This is an optimization exercise on Yosys and OpenROAD, whose aim is small area, a short achievable clock period and few clock cycles per item, not a production implementation. In this exercise RTL edits were held to simulation tests only and were not proved equivalent to the original. Power and IR drop assume default switching activity.

==> design/flow/design.v <==
`timescale 1ns / 1ps
package grcd_pkg;
   localparam int MapDimDefault = 32;
   localparam int FracBits      = 16;
   localparam int VecFrac       = 14;
   localparam int RecipShift    = 46;
   localparam int PosW      = 22;
   localparam int VecW      = 16;
   localparam int SwW       = 13;
   localparam int MwW       = 7;
   localparam int ColW      = 12;
   localparam int CellAddrW = 12;
   localparam int DistW     = 24;
   localparam int HitW      = 6;
   localparam int CsrAddrW  = 5;
   localparam int CsrDataW  = 32;
   localparam int DivNW = RecipShift + 1;
   localparam int DivDW = 31;
   localparam int CamW  = 32;
   localparam int RayW  = 32;
   localparam int ProdW = VecW + CamW;
   localparam logic [DistW-1:0] DistMax = '1;
   localparam logic [2:0] REG_POS_X    = 3'd0;
   localparam logic [2:0] REG_POS_Y    = 3'd1;
   localparam logic [2:0] REG_DIR_X    = 3'd2;
   localparam logic [2:0] REG_DIR_Y    = 3'd3;
   localparam logic [2:0] REG_PLANE_X  = 3'd4;
   localparam logic [2:0] REG_PLANE_Y  = 3'd5;
   localparam logic [2:0] REG_SCREEN_W = 3'd6;
   localparam logic [2:0] REG_MAP_W    = 3'd7;
   typedef logic [2:0] div_op_type;
   localparam div_op_type DIV_CAM  = 3'd0;
   localparam div_op_type DIV_DX   = 3'd1;
   localparam div_op_type DIV_DY   = 3'd2;
   localparam div_op_type DIV_SX   = 3'd3;
   localparam div_op_type DIV_SY   = 3'd4;
   localparam div_op_type DIV_PERP = 3'd5;
   typedef struct packed {
      logic [PosW-1:0]        pos_x;
      logic [PosW-1:0]        pos_y;
      logic signed [VecW-1:0] dir_x;
      logic signed [VecW-1:0] dir_y;
      logic signed [VecW-1:0] plane_x;
      logic signed [VecW-1:0] plane_y;
      logic [SwW-1:0]         screen_width;
      logic [MwW-1:0]         map_width;
   } cfg_type;
   typedef struct packed {
      logic       clr_step;
      logic       map_we;
      logic       load_col;
      logic       div_start;
      div_op_type div_op;
      logic       mul;
      logic       ray;
      logic       walk_step;
      logic       walk_chk;
      logic       out_load;
      logic       out_hit;
   } cmd_type;
   typedef struct packed {
      logic clr_last;
      logic div_done;
      logic ray_zero;
      logic in_map;
      logic wall;
      logic steps_done;
   } stat_type;
endpackage
`timescale 1ns / 1ps
module grcd_div (
   input  logic                       clock,
   input  logic                       reset,
   input  logic                       start,
   input  logic [grcd_pkg::DivNW-1:0] dividend,
   input  logic [grcd_pkg::DivDW-1:0] divisor,
   output logic                       done,
   output logic [grcd_pkg::DivNW-1:0] quotient
);
   localparam int NW   = grcd_pkg::DivNW;
   localparam int DW   = grcd_pkg::DivDW;
   localparam int CntW = $clog2(NW + 1);
   logic [DW-1:0]   rem_ff, rem_in;
   logic [NW-1:0]   quo_ff, quo_in;
   logic [CntW-1:0] cnt_ff, cnt_in;
   logic            done_ff, done_in;
   logic [DW:0]     trial;
   logic [DW:0]     diff;
   logic            ge;
   assign trial = {rem_ff, quo_ff[NW-1]};
   assign ge    = trial >= {1'b0, divisor};
   assign diff  = trial - {1'b0, divisor};
   always_comb begin
      rem_in  = rem_ff;
      quo_in  = quo_ff;
      cnt_in  = cnt_ff;
      done_in = 1'b0;
      if (start) begin
         rem_in = '0;
         quo_in = dividend;
         cnt_in = CntW'(NW);
      end else if (cnt_ff != '0) begin
         rem_in  = ge ? diff[DW-1:0] : trial[DW-1:0];
         quo_in  = {quo_ff[NW-2:0], ge};
         cnt_in  = cnt_ff - CntW'(1);
         done_in = cnt_ff == CntW'(1);
      end
   end
   always_ff @(posedge clock) begin
      if (reset) begin
         cnt_ff  <= '0;
         done_ff <= 1'b0;
      end else begin
         cnt_ff  <= cnt_in;
         done_ff <= done_in;
      end
      rem_ff <= rem_in;
      quo_ff <= quo_in;
   end
   assign done     = done_ff;
   assign quotient = quo_ff;
endmodule
`timescale 1ns / 1ps
module grcd_ram #(
   parameter int WIDTH = 1,
   parameter int DEPTH = 4096
) (
   input  logic                     clock,
   input  logic                     we,
   input  logic [$clog2(DEPTH)-1:0] waddr,
   input  logic [WIDTH-1:0]         wdata,
   input  logic                     re,
   input  logic [$clog2(DEPTH)-1:0] raddr,
   output logic [WIDTH-1:0]         rdata
);
   logic [WIDTH-1:0] mem [DEPTH];
   logic [WIDTH-1:0] rdata_ff;
   logic [WIDTH-1:0] rdata_in;
   assign rdata_in = re ? mem[raddr] : rdata_ff;
   assign rdata    = rdata_ff;
   always_ff @(posedge clock) begin
      if (we) begin
         mem[waddr] <= wdata;
      end
      rdata_ff <= rdata_in;
   end
endmodule
`timescale 1ns / 1ps
module grcd_ctrl (
   input  logic               clock,
   input  logic               reset,
   input  logic               req_valid,
   input  logic               req_kind,
   output logic               req_ready,
   output logic               rsp_valid,
   input  logic               rsp_ready,
   input  grcd_pkg::stat_type stat_i,
   output grcd_pkg::cmd_type  cmd_o
);
   localparam logic [3:0] S_CLEAR = 4'd0;
   localparam logic [3:0] S_IDLE  = 4'd1;
   localparam logic [3:0] S_CAM   = 4'd2;
   localparam logic [3:0] S_MUL   = 4'd3;
   localparam logic [3:0] S_RAY   = 4'd4;
   localparam logic [3:0] S_DX    = 4'd5;
   localparam logic [3:0] S_DY    = 4'd6;
   localparam logic [3:0] S_SX    = 4'd7;
   localparam logic [3:0] S_SY    = 4'd8;
   localparam logic [3:0] S_STEP  = 4'd9;
   localparam logic [3:0] S_CHK   = 4'd10;
   localparam logic [3:0] S_TEST  = 4'd11;
   localparam logic [3:0] S_PERP  = 4'd12;
   localparam logic [3:0] S_DONE  = 4'd13;
   logic [3:0] state_ff, state_in;
   logic       go_ff, go_in;
   logic       hit_ff, hit_in;
   logic       rsp_valid_ff, rsp_valid_in;
   logic       in_div, next_div;
   assign in_div   = (state_ff == S_CAM) || (state_ff == S_DX) || (state_ff == S_DY)
                     || (state_ff == S_SX) || (state_ff == S_SY) || (state_ff == S_PERP);
   assign next_div = (state_in == S_CAM) || (state_in == S_DX) || (state_in == S_DY)
                     || (state_in == S_SX) || (state_in == S_SY) || (state_in == S_PERP);
   assign go_in    = next_div && (state_in != state_ff);
   always_comb begin
      state_in = state_ff;
      hit_in   = hit_ff;
      cmd_o    = '0;
      cmd_o.div_start = go_ff & in_div;
      cmd_o.div_op    = grcd_pkg::DIV_CAM;
      unique case (state_ff)
         S_CLEAR: begin
            cmd_o.clr_step = 1'b1;
            if (stat_i.clr_last) begin
               state_in = S_IDLE;
            end
         end
         S_IDLE: begin
            if (req_valid) begin
               if (req_kind) begin
                  cmd_o.load_col = 1'b1;
                  state_in       = S_CAM;
               end else begin
                  cmd_o.map_we = 1'b1;
               end
            end
         end
         S_CAM: begin
            cmd_o.div_op = grcd_pkg::DIV_CAM;
            if (stat_i.div_done) begin
               state_in = S_MUL;
            end
         end
         S_MUL: begin
            cmd_o.mul = 1'b1;
            state_in  = S_RAY;
         end
         S_RAY: begin
            cmd_o.ray = 1'b1;
            state_in  = S_DX;
         end
         S_DX: begin
            cmd_o.div_op = grcd_pkg::DIV_DX;
            if (stat_i.div_done) begin
               state_in = S_DY;
            end
         end
         S_DY: begin
            cmd_o.div_op = grcd_pkg::DIV_DY;
            if (stat_i.div_done) begin
               state_in = S_SX;
            end
         end
         S_SX: begin
            cmd_o.div_op = grcd_pkg::DIV_SX;
            if (stat_i.div_done) begin
               state_in = S_SY;
            end
         end
         S_SY: begin
            cmd_o.div_op = grcd_pkg::DIV_SY;
            if (stat_i.div_done) begin
               hit_in   = 1'b0;
               state_in = stat_i.ray_zero ? S_DONE : S_STEP;
            end
         end
         S_STEP: begin
            cmd_o.walk_step = 1'b1;
            state_in        = S_CHK;
         end
         S_CHK: begin
            cmd_o.walk_chk = 1'b1;
            state_in       = stat_i.in_map ? S_TEST : S_DONE;
         end
         S_TEST: begin
            priority if (stat_i.wall) begin
               hit_in   = 1'b1;
               state_in = S_PERP;
            end else if (stat_i.steps_done) begin
               state_in = S_DONE;
            end else begin
               state_in = S_STEP;
            end
         end
         S_PERP: begin
            cmd_o.div_op = grcd_pkg::DIV_PERP;
            if (stat_i.div_done) begin
               state_in = S_DONE;
            end
         end
         S_DONE: begin
            if (!rsp_valid_ff || rsp_ready) begin
               cmd_o.out_load = 1'b1;
               cmd_o.out_hit  = hit_ff;
               state_in       = S_IDLE;
            end
         end
         default: begin
            state_in = S_IDLE;
         end
      endcase
   end
   always_comb begin
      rsp_valid_in = rsp_valid_ff;
      if (cmd_o.out_load) begin
         rsp_valid_in = 1'b1;
      end else if (rsp_ready) begin
         rsp_valid_in = 1'b0;
      end
   end
   always_ff @(posedge clock) begin
      if (reset) begin
         state_ff     <= S_CLEAR;
         go_ff        <= 1'b0;
         hit_ff       <= 1'b0;
         rsp_valid_ff <= 1'b0;
      end else begin
         state_ff     <= state_in;
         go_ff        <= go_in;
         hit_ff       <= hit_in;
         rsp_valid_ff <= rsp_valid_in;
      end
   end
   assign req_ready = state_ff == S_IDLE;
   assign rsp_valid = rsp_valid_ff;
endmodule
`timescale 1ns / 1ps
module grcd_dp #(
   parameter int MAP_DIM = grcd_pkg::MapDimDefault
) (
   input  logic                           clock,
   input  logic                           reset,
   input  grcd_pkg::cfg_type              cfg_i,
   input  grcd_pkg::cmd_type              cmd_i,
   output grcd_pkg::stat_type             stat_o,
   input  logic [grcd_pkg::ColW-1:0]      column_i,
   input  logic [grcd_pkg::CellAddrW-1:0] cell_addr_i,
   input  logic                           cell_wall_i,
   output logic [grcd_pkg::DistW-1:0]     perp_dist_o,
   output logic                           hit_side_o,
   output logic [grcd_pkg::HitW-1:0]      hit_x_o,
   output logic [grcd_pkg::HitW-1:0]      hit_y_o,
   output logic                           hit_found_o
);
   localparam int MapCells = MAP_DIM * MAP_DIM;
   localparam int AddrW    = $clog2(MapCells);
   localparam int CoordW   = $clog2(2 * MAP_DIM + 64) + 2;
   localparam int LinW     = CoordW + grcd_pkg::MwW + 1;
   localparam int CntW     = $clog2(2 * MAP_DIM) + 1;
   localparam int SideW    = grcd_pkg::DivNW + CntW;
   localparam int NumW     = CoordW + grcd_pkg::FracBits + 2;
   localparam int FB       = grcd_pkg::FracBits;
   localparam int NW       = grcd_pkg::DivNW;
   localparam int DW       = grcd_pkg::DivDW;
   localparam int FracW    = FB + 1;
   localparam logic [FracW-1:0] One = FracW'(1) << FB;
   logic [AddrW-1:0] clr_ff, clr_in;
   logic [LinW-1:0]  cell_lin;
   logic             cell_ok;
   logic             ram_we;
   logic [AddrW-1:0] ram_waddr;
   logic             ram_wdata;
   logic             ram_rdata;
   assign clr_in    = cmd_i.clr_step ? clr_ff + AddrW'(1) : clr_ff;
   assign cell_lin  = LinW'(cell_addr_i);
   assign cell_ok   = cell_lin < LinW'(MapCells);
   assign ram_we    = cmd_i.clr_step | (cmd_i.map_we & cell_ok);
   assign ram_waddr = cmd_i.clr_step ? clr_ff : cell_lin[AddrW-1:0];
   assign ram_wdata = cmd_i.clr_step ? 1'b0 : cell_wall_i;
   logic [grcd_pkg::ColW-1:0]   col_ff, col_in;
   logic signed [grcd_pkg::CamW-1:0]  cam_ff, cam_in;
   logic signed [grcd_pkg::ProdW-1:0] prod_x_ff, prod_x_in, prod_y_ff, prod_y_in;
   logic signed [grcd_pkg::RayW-1:0]  rx_ff, rx_in, ry_ff, ry_in;
   logic signed [grcd_pkg::RayW-1:0]  rx_neg, ry_neg;
   logic [DW-1:0]    ax, ay;
   logic [FracW-1:0] fx, fy;
   logic [FB-1:0]    frac_x, frac_y;
   logic [grcd_pkg::SwW-1:0] sw_eff;
   assign rx_neg = -rx_ff;
   assign ry_neg = -ry_ff;
   assign ax     = rx_ff[grcd_pkg::RayW-1] ? rx_neg[DW-1:0] : rx_ff[DW-1:0];
   assign ay     = ry_ff[grcd_pkg::RayW-1] ? ry_neg[DW-1:0] : ry_ff[DW-1:0];
   assign frac_x = cfg_i.pos_x[FB-1:0];
   assign frac_y = cfg_i.pos_y[FB-1:0];
   assign fx     = rx_ff[grcd_pkg::RayW-1] ? FracW'(frac_x) : One - FracW'(frac_x);
   assign fy     = ry_ff[grcd_pkg::RayW-1] ? FracW'(frac_y) : One - FracW'(frac_y);
   assign sw_eff = (cfg_i.screen_width == '0) ? grcd_pkg::SwW'(1) : cfg_i.screen_width;
   logic [NW-1:0]    dx_ff, dx_in, dy_ff, dy_in;
   logic [SideW-1:0] sx_ff, sx_in, sy_ff, sy_in;
   logic signed [CoordW-1:0] mx_ff, mx_in, my_ff, my_in;
   logic             side_ff, side_in;
   logic [CntW-1:0]  cnt_ff, cnt_in;
   logic             take_x;
   logic [LinW-1:0]  walk_lin;
   logic             in_map;
   assign take_x   = (ax != '0) && ((ay == '0) || (sx_ff < sy_ff));
   assign walk_lin = LinW'($unsigned(mx_ff))
                     + LinW'($unsigned(my_ff)) * LinW'(cfg_i.map_width);
   assign in_map   = !mx_ff[CoordW-1] && !my_ff[CoordW-1]
                     && (LinW'($unsigned(mx_ff)) < LinW'(cfg_i.map_width))
                     && (walk_lin < LinW'(MapCells));
   logic signed [CoordW:0]  edge_c;
   logic [grcd_pkg::PosW-1:0] pos_sel;
   logic signed [NumW-1:0]  num;
   logic signed [NumW-1:0]  num_neg;
   logic [NumW-1:0]         num_mag;
   always_comb begin
      if (side_ff) begin
         edge_c  = (CoordW+1)'(my_ff) + (CoordW+1)'(ry_ff[grcd_pkg::RayW-1]);
         pos_sel = cfg_i.pos_y;
      end else begin
         edge_c  = (CoordW+1)'(mx_ff) + (CoordW+1)'(rx_ff[grcd_pkg::RayW-1]);
         pos_sel = cfg_i.pos_x;
      end
   end
   assign num     = (NumW'(edge_c) <<< FB) - $signed(NumW'(pos_sel));
   assign num_neg = -num;
   assign num_mag = num[NumW-1] ? num_neg : num;
   logic          div_done;
   logic [NW-1:0] quo;
   logic [NW-1:0] dividend;
   logic [DW-1:0] divisor;
   always_comb begin
      unique case (cmd_i.div_op)
         grcd_pkg::DIV_CAM: begin
            dividend = NW'(col_ff) << (FB + 1);
            divisor  = DW'(sw_eff);
         end
         grcd_pkg::DIV_DX: begin
            dividend = NW'(1) << grcd_pkg::RecipShift;
            divisor  = ax;
         end
         grcd_pkg::DIV_DY: begin
            dividend = NW'(1) << grcd_pkg::RecipShift;
            divisor  = ay;
         end
         grcd_pkg::DIV_SX: begin
            dividend = NW'(fx) << (grcd_pkg::RecipShift - FB);
            divisor  = ax;
         end
         grcd_pkg::DIV_SY: begin
            dividend = NW'(fy) << (grcd_pkg::RecipShift - FB);
            divisor  = ay;
         end
         default: begin
            dividend = NW'(num_mag) << grcd_pkg::VecFrac;
            divisor  = side_ff ? ay : ax;
         end
      endcase
   end
   grcd_div u_div (
      .clock    (clock),
      .reset    (reset),
      .start    (cmd_i.div_start),
      .dividend (dividend),
      .divisor  (divisor),
      .done     (div_done),
      .quotient (quo)
   );
   logic [grcd_pkg::DistW-1:0] perp_ff, perp_in;
   logic [grcd_pkg::DistW-1:0] rsp_perp_ff, rsp_perp_in;
   logic                       rsp_side_ff, rsp_side_in;
   logic [grcd_pkg::HitW-1:0]  rsp_x_ff, rsp_x_in, rsp_y_ff, rsp_y_in;
   logic                       rsp_found_ff, rsp_found_in;
   always_comb begin
      col_in    = cmd_i.load_col ? column_i : col_ff;
      cam_in    = cam_ff;
      prod_x_in = prod_x_ff;
      prod_y_in = prod_y_ff;
      rx_in     = rx_ff;
      ry_in     = ry_ff;
      dx_in     = dx_ff;
      dy_in     = dy_ff;
      sx_in     = sx_ff;
      sy_in     = sy_ff;
      mx_in     = mx_ff;
      my_in     = my_ff;
      side_in   = side_ff;
      cnt_in    = cnt_ff;
      perp_in   = perp_ff;
      if (div_done) begin
         unique case (cmd_i.div_op)
            grcd_pkg::DIV_CAM:
               cam_in = $signed(quo[grcd_pkg::CamW-1:0])
                        - $signed(grcd_pkg::CamW'(One));
            grcd_pkg::DIV_DX: dx_in = quo;
            grcd_pkg::DIV_DY: dy_in = quo;
            grcd_pkg::DIV_SX: sx_in = SideW'(quo);
            grcd_pkg::DIV_SY: sy_in = SideW'(quo);
            default:
               perp_in = (quo > NW'(grcd_pkg::DistMax)) ? grcd_pkg::DistMax
                                                         : quo[grcd_pkg::DistW-1:0];
         endcase
      end
      if (cmd_i.mul) begin
         prod_x_in = cfg_i.plane_x * cam_ff;
         prod_y_in = cfg_i.plane_y * cam_ff;
      end
      if (cmd_i.ray) begin
         rx_in   = grcd_pkg::RayW'(cfg_i.dir_x) + grcd_pkg::RayW'(prod_x_ff >>> FB);
         ry_in   = grcd_pkg::RayW'(cfg_i.dir_y) + grcd_pkg::RayW'(prod_y_ff >>> FB);
         mx_in   = $signed(CoordW'(cfg_i.pos_x[grcd_pkg::PosW-1:FB]));
         my_in   = $signed(CoordW'(cfg_i.pos_y[grcd_pkg::PosW-1:FB]));
         side_in = 1'b0;
         cnt_in  = '0;
      end
      if (cmd_i.walk_step) begin
         cnt_in = cnt_ff + CntW'(1);
         if (take_x) begin
            sx_in   = sx_ff + SideW'(dx_ff);
            mx_in   = rx_ff[grcd_pkg::RayW-1] ? mx_ff - CoordW'(1) : mx_ff + CoordW'(1);
            side_in = 1'b0;
         end else begin
            sy_in   = sy_ff + SideW'(dy_ff);
            my_in   = ry_ff[grcd_pkg::RayW-1] ? my_ff - CoordW'(1) : my_ff + CoordW'(1);
            side_in = 1'b1;
         end
      end
   end
   always_comb begin
      rsp_perp_in  = rsp_perp_ff;
      rsp_side_in  = rsp_side_ff;
      rsp_x_in     = rsp_x_ff;
      rsp_y_in     = rsp_y_ff;
      rsp_found_in = rsp_found_ff;
      if (cmd_i.out_load) begin
         rsp_found_in = cmd_i.out_hit;
         if (cmd_i.out_hit) begin
            rsp_perp_in = perp_ff;
            rsp_side_in = side_ff;
            rsp_x_in    = mx_ff[grcd_pkg::HitW-1:0];
            rsp_y_in    = my_ff[grcd_pkg::HitW-1:0];
         end else begin
            rsp_perp_in = '0;
            rsp_side_in = 1'b0;
            rsp_x_in    = '0;
            rsp_y_in    = '0;
         end
      end
   end
   always_ff @(posedge clock) begin
      if (reset) begin
         clr_ff <= '0;
      end else begin
         clr_ff <= clr_in;
      end
      col_ff       <= col_in;
      cam_ff       <= cam_in;
      prod_x_ff    <= prod_x_in;
      prod_y_ff    <= prod_y_in;
      rx_ff        <= rx_in;
      ry_ff        <= ry_in;
      dx_ff        <= dx_in;
      dy_ff        <= dy_in;
      sx_ff        <= sx_in;
      sy_ff        <= sy_in;
      mx_ff        <= mx_in;
      my_ff        <= my_in;
      side_ff      <= side_in;
      cnt_ff       <= cnt_in;
      perp_ff      <= perp_in;
      rsp_perp_ff  <= rsp_perp_in;
      rsp_side_ff  <= rsp_side_in;
      rsp_x_ff     <= rsp_x_in;
      rsp_y_ff     <= rsp_y_in;
      rsp_found_ff <= rsp_found_in;
   end
   grcd_ram #(
      .WIDTH (1),
      .DEPTH (MapCells)
   ) u_map (
      .clock (clock),
      .we    (ram_we),
      .waddr (ram_waddr),
      .wdata (ram_wdata),
      .re    (cmd_i.walk_chk),
      .raddr (walk_lin[AddrW-1:0]),
      .rdata (ram_rdata)
   );
   assign stat_o.clr_last   = clr_ff == '1;
   assign stat_o.div_done   = div_done;
   assign stat_o.ray_zero   = (ax == '0) && (ay == '0);
   assign stat_o.in_map     = in_map;
   assign stat_o.wall       = ram_rdata;
   assign stat_o.steps_done = cnt_ff == CntW'(2 * MAP_DIM);
   assign perp_dist_o = rsp_perp_ff;
   assign hit_side_o  = rsp_side_ff;
   assign hit_x_o     = rsp_x_ff;
   assign hit_y_o     = rsp_y_ff;
   assign hit_found_o = rsp_found_ff;
endmodule
`timescale 1ns / 1ps
module grid_ray_caster_dda_unit #(
   parameter int MAP_DIM = grcd_pkg::MapDimDefault
) (
   input  logic                           clock,
   input  logic                           reset,
   input  logic                           req_valid,
   output logic                           req_ready,
   input  logic                           req_kind,
   input  logic [grcd_pkg::ColW-1:0]      req_column,
   input  logic [grcd_pkg::CellAddrW-1:0] req_cell_addr,
   input  logic                           req_cell_wall,
   output logic                           rsp_valid,
   input  logic                           rsp_ready,
   output logic [grcd_pkg::DistW-1:0]     rsp_perp_dist,
   output logic                           rsp_hit_side,
   output logic [grcd_pkg::HitW-1:0]      rsp_hit_x,
   output logic [grcd_pkg::HitW-1:0]      rsp_hit_y,
   output logic                           rsp_hit_found,
   input  logic                           csr_psel,
   input  logic                           csr_penable,
   input  logic                           csr_pwrite,
   input  logic [grcd_pkg::CsrAddrW-1:0]  csr_paddr,
   input  logic [grcd_pkg::CsrDataW-1:0]  csr_pwdata,
   output logic [grcd_pkg::CsrDataW-1:0]  csr_prdata,
   output logic                           csr_pready
);
   localparam int DW = grcd_pkg::CsrDataW;
   grcd_pkg::cfg_type cfg_ff, cfg_in;
   logic              csr_wr;
   logic [2:0]        csr_idx;
   assign csr_pready = 1'b1;
   assign csr_wr     = csr_psel & csr_penable & csr_pwrite;
   assign csr_idx    = csr_paddr[4:2];
   always_comb begin
      cfg_in = cfg_ff;
      if (csr_wr) begin
         unique case (csr_idx)
            grcd_pkg::REG_POS_X:    cfg_in.pos_x   = csr_pwdata[grcd_pkg::PosW-1:0];
            grcd_pkg::REG_POS_Y:    cfg_in.pos_y   = csr_pwdata[grcd_pkg::PosW-1:0];
            grcd_pkg::REG_DIR_X:    cfg_in.dir_x   = $signed(csr_pwdata[grcd_pkg::VecW-1:0]);
            grcd_pkg::REG_DIR_Y:    cfg_in.dir_y   = $signed(csr_pwdata[grcd_pkg::VecW-1:0]);
            grcd_pkg::REG_PLANE_X:  cfg_in.plane_x = $signed(csr_pwdata[grcd_pkg::VecW-1:0]);
            grcd_pkg::REG_PLANE_Y:  cfg_in.plane_y = $signed(csr_pwdata[grcd_pkg::VecW-1:0]);
            grcd_pkg::REG_SCREEN_W: cfg_in.screen_width = csr_pwdata[grcd_pkg::SwW-1:0];
            grcd_pkg::REG_MAP_W:    cfg_in.map_width    = csr_pwdata[grcd_pkg::MwW-1:0];
            default: cfg_in = cfg_ff;
         endcase
      end
   end
   always_comb begin
      unique case (csr_idx)
         grcd_pkg::REG_POS_X:    csr_prdata = DW'(cfg_ff.pos_x);
         grcd_pkg::REG_POS_Y:    csr_prdata = DW'(cfg_ff.pos_y);
         grcd_pkg::REG_DIR_X:    csr_prdata = DW'(cfg_ff.dir_x);
         grcd_pkg::REG_DIR_Y:    csr_prdata = DW'(cfg_ff.dir_y);
         grcd_pkg::REG_PLANE_X:  csr_prdata = DW'(cfg_ff.plane_x);
         grcd_pkg::REG_PLANE_Y:  csr_prdata = DW'(cfg_ff.plane_y);
         grcd_pkg::REG_SCREEN_W: csr_prdata = DW'(cfg_ff.screen_width);
         grcd_pkg::REG_MAP_W:    csr_prdata = DW'(cfg_ff.map_width);
         default:                csr_prdata = '0;
      endcase
   end
   always_ff @(posedge clock) begin
      if (reset) begin
         cfg_ff.pos_x        <= '0;
         cfg_ff.pos_y        <= '0;
         cfg_ff.dir_x        <= -16'sd16384;
         cfg_ff.dir_y        <= '0;
         cfg_ff.plane_x      <= '0;
         cfg_ff.plane_y      <= 16'sd10813;
         cfg_ff.screen_width <= 13'd640;
         cfg_ff.map_width    <= 7'd24;
      end else begin
         cfg_ff <= cfg_in;
      end
   end
   grcd_pkg::cmd_type  cmd;
   grcd_pkg::stat_type stat;
   grcd_ctrl u_ctrl (
      .clock     (clock),
      .reset     (reset),
      .req_valid (req_valid),
      .req_kind  (req_kind),
      .req_ready (req_ready),
      .rsp_valid (rsp_valid),
      .rsp_ready (rsp_ready),
      .stat_i    (stat),
      .cmd_o     (cmd)
   );
   grcd_dp #(
      .MAP_DIM (MAP_DIM)
   ) u_dp (
      .clock       (clock),
      .reset       (reset),
      .cfg_i       (cfg_ff),
      .cmd_i       (cmd),
      .stat_o      (stat),
      .column_i    (req_column),
      .cell_addr_i (req_cell_addr),
      .cell_wall_i (req_cell_wall),
      .perp_dist_o (rsp_perp_dist),
      .hit_side_o  (rsp_hit_side),
      .hit_x_o     (rsp_hit_x),
      .hit_y_o     (rsp_hit_y),
      .hit_found_o (rsp_hit_found)
   );
endmodule
==> design/flow/run.sh <==
#!/bin/bash
# synth_recipe.tcl (not shown) runs the flow's synth.tcl, then flattens the netlist and writes it again
# the make line also repeats each setting of config.mk as NAME=value (left out here)
make -C /OpenROAD-flow-scripts/flow DESIGN_CONFIG=/design/flow/config.mk WORK_HOME=/design/flow/orfs CLKGATE_MAP_FILE= SYNTH_SCRIPT=/design/flow/synth_recipe.tcl finish
==> design/flow/config.mk <==
export PLATFORM = sky130hd
export DESIGN_NAME = grid_ray_caster_dda_unit
export DESIGN_NICKNAME = grid_ray_caster_dda_unit
export VERILOG_FILES = /design/flow/design.v
export SDC_FILE = /design/flow/constraint.sdc
export NUM_CORES = 4
export LEC_CHECK = 0
export CAP_MARGIN = 20
export CORE_MARGIN = 2
export CORE_UTILIZATION = 40
export SLEW_MARGIN = 20
==> design/flow/constraint.sdc <==
create_clock -name core_clock -period 10.0 [get_ports {clock}]
set_input_delay 2.0000 -clock core_clock [delete_from_list [all_inputs] [get_ports {clock}]]
set_output_delay 2.0000 -clock core_clock [all_outputs]
set_load 0.01 [all_outputs]
==> qor.yml <==
area_growth_pct: 9.603
powerDensity_nw_per_um2: 204.9
ys_types: 88
route.detailed.drc: 0
die_x_um: 558.6
post-cts-setup-buffers: 0
final_cell_mix: "1411 x nor2_1, 1408 x edfxtp_1, 1281 x nand2_1"
drive_above_1_share: 0.08426
firstDrtPassIters: 6
drv_slew: 0
insertion_delay_ps: 920
final_common_cell: "nor2_1"
gp_congestion: 0.9400
critPathArrivalTime_ps: 8850
fmax_ghz: 0.1212
path_buf_inv: 4
ys.flop_type: "edfxtp_1"
netlist_area_um2: 123000
dp_hpwl_um: 250600
grt_pass1_vias: 88638
layout.nets: 12956
rsz0062_at_grt: "no"
tns_ps: 0
tightest_slew_ps: 1170
slew-limit-headroom: 0.2125
antenna_found_initial: 11
ys_async_sr_fraction: 0
cts_tree: "done"
setup_viol: 0
root_buffer: "clkbuf_16"
routedWlPerCell_um: 22.91
clk_pin_slew_ps: 60
cp_cell_sequence: "buf_4, nand2_1, fa_1, inv_1, fa_1, inv_1, fa_1, fa_1, fa_1, inv_1, fa_1, ha_1, a21o_1, a21o_1, a21oi_1, nor2_1, a31oi_1, a21oi_1, a21oi_1, o21ai_0, or2_2, a311oi_1, xnor2_1"
dieHeight_um: 558.6
cp_max_fo: 20
rows: 203
ctsLongestPathBuffers: 4
finalHoldViolations: 0
postCtsHoldBufs: 0
avgSynthCellArea_um2: 10.68
pin_count: 143
yosys_warnings: 5
irDropWorstVdd_mv: 0.3483
placeableCoreArea_um2: 306100
yosys.area.top_type_share: 0.3436
p_leak_nw: 50.63
start_util: 0.4020
htree_levels: 4
crit_path_frequent_cell: "fa_1"
outcome: "timing/DRC/antenna clean"
port_buffers: 129
endpoint_kind: "flop"
grt_util_all_layers: 0.2269
crit_type: "reg2reg"
wirelength_um: 356700
fin_skew_ps: 131.7
placed_cells: 15221
startpoint_type: "flop"
grt_pass1_wl_um: 539300
synth_top_area_cell: "edfxtp_1"
grt_max_degree: 216
synth_cells: 11519
syn_nets: 13154
cp_slowest_cell: "edfxtp_1"
final_cells: 15569
slowest_delay_ps: 920
min_period_ps: 8253
post_cts_resized: 0
detail-route-antenna-nets: 0
die-area_um2: 312100
cp.required_ps: 10590
yosys-top-cells-area: "edfxtp_1 34%, fa_1 17%, mux4_2 6.3%"
fin_crit_sh: 0.8253
cp_top_family: "adder cells"
p_total_mw: 27.63
via_count: 87306
cts_buffers: 191
drt_iter0_drc: 8596
synth.yosys.seq_area_share: 0.3939
grt_remaining_overflow: 0
avgViaCountPerCell: 5.608
synth-edff-count: 1408
cap_violations: 0
clock_sinks: 1717
synth_seq_cells: 1717
hold_path.class: "reg2reg"
hold_slack_ps: 460.8
==> flip-flops by register name, indices dropped and copies added (netlist names), 31 cells and up <==
name	cells
u_dp.u_map.mem	1024
cfg_ff	128
u_dp.sx_ff	54
u_dp.sy_ff	54
u_dp.dx_ff	47
u_dp.dy_ff	47
u_dp.u_div.quo_ff	47
u_dp.cam_ff	32
u_dp.prod_x_ff	32
u_dp.prod_y_ff	32
u_dp.rx_ff	32
u_dp.ry_ff	32
u_dp.u_div.rem_ff	31
==> worst reg2reg max path: stages (launching register included) <==
cell and delay, ps:
edfxtp_1 920, buf_4 480, nand2_1 120, fa_1 490, inv_1 60, fa_1 530, inv_1 50, fa_1 500
fa_1 520, fa_1 520, inv_1 60, fa_1 420, ha_1 380, a21o_1 180, a21o_1 170, a21oi_1 190
nor2_1 70, a31oi_1 440, a21oi_1 230, a21oi_1 560, o21ai_0 310, or2_2 400, a311oi_1 320, xnor2_1 90
==> cell usage after synthesis, types with 27 or more instances <==
library cell,instances
nor2_1,1417
edfxtp_1,1408
nand2_1,1320
inv_1,1216
fa_1,1020
clkbuf_1,577
ha_1,545
a21oi_1,489
and2_1,388
mux4_2,345
dfxtp_1,309
o21ai_0,309
xnor2_1,288
mux2i_1,190
a21o_1,141
xor2_1,138
nand2b_1,133
nand3_1,116
buf_1,114
nor3_1,100
nand4_1,76
and3_1,70
nor2b_1,58
a31oi_1,56
o21a_1,54
a211oi_1,46
o21bai_1,41
or3_1,40
o31ai_1,31
nor4_1,30
o211ai_1,27
==> layer usage <==
layer  vias up  track usage  wire length [um]
met1     44601       0.3034            145200
met5         -            0                64
met3       669      0.03443             28760
li1      38517            -                 -
met4        10      0.07851             13750
met2      3509       0.3751            168900
==> final cells by class <==
cell class              instances  area [um^2]
clock buffers                 245         5106
diodes                          4        10.01
repair buffers                328         2915
multi-input cells            7865        67540
flip-flops and latches       1717        48470
well taps                    4100         5130
inverters                    1218         4576
clock inverters                92         1119
fillers                     28322       171200
==> stage by stage <==
step / worst slack [ps] / cell area, um^2 / utilization
after floorplan: -1987 / 123100 / -
after global placement: 1796 / 128500 / 0.4197
after detailed placement: 1819 / 128500 / 0.4198
after CTS: 1703 / 134700 / 0.4401
after global routing: 1342 / 134900 / 0.4406
final: 1747 / 134900 / 0.4406
==> power breakdown <==
group          switching, mW  internal [mW]
sequential             0.537           8.51
combinational           6.43           5.01
clock                   2.93           4.22
total                   9.90           17.7
==> cells by family (layout without fill, tap and decap cells) <==
logic type | count (synthesis) | after routing | synth area share
AOI/OAI and AO/OA | 1444 | 1444 | 0.07333
xor gates and xnor gates | 426 | 426 | 0.03032
adders and majority gates | 1565 | 1565 | 0.2214
buffers and inverters | 1937 | 1883 | 0.05985
DFF | 1717 | 1717 | 0.3939
muxes | 561 | 561 | 0.08098
other | 1 | 5 | 0.00003048
and+or+nand+nor | 3868 | 3868 | 0.1402
==> final timing paths <==
kind | slack [ps] | startpoint | cells past startpoint | to
setup / recovery | 1750 | u_dp.cam_ff[13] | 23 | u_dp.prod_x_ff[40]
hold / removal | 460 | cfg_ff[35] | 2 | cfg_ff[35]
setup reg to reg | 1750 | u_dp.cam_ff[13] | 23 | u_dp.prod_x_ff[40]
hold reg to reg | 460 | cfg_ff[35] | 2 | cfg_ff[35]
Testbench counts, summed over its fixed seeds: cycles 488,599, casts 1,536.

## static timing again, ports no longer ideal
Ports are ideal in the flow. The routed layout listed here was re-timed in OpenROAD. Step 1 assumes that a clkbuf_16 drives the clock port and a buf_2 every other input. Step 2 moves the port delays by t, midway between the first and last clock arrival at a register: inputs arrive t later, outputs are due t later. That takes back most of the time a late clock gives input paths. Three values: ideal ports, drivers, drivers and shift; two values: the first two.
t (ns): 0.949
setup WS [ns]: 1.747 / 1.747 / 1.747
latest minus earliest clock arrival (ns): 0.132 / 0.132
worst data-port slew with drivers (ns): 0.29
After both steps setup and hold are still met in this run. The setup slack of this run moves by 0.000 ns with the drivers and by 0.000 ns with both steps.
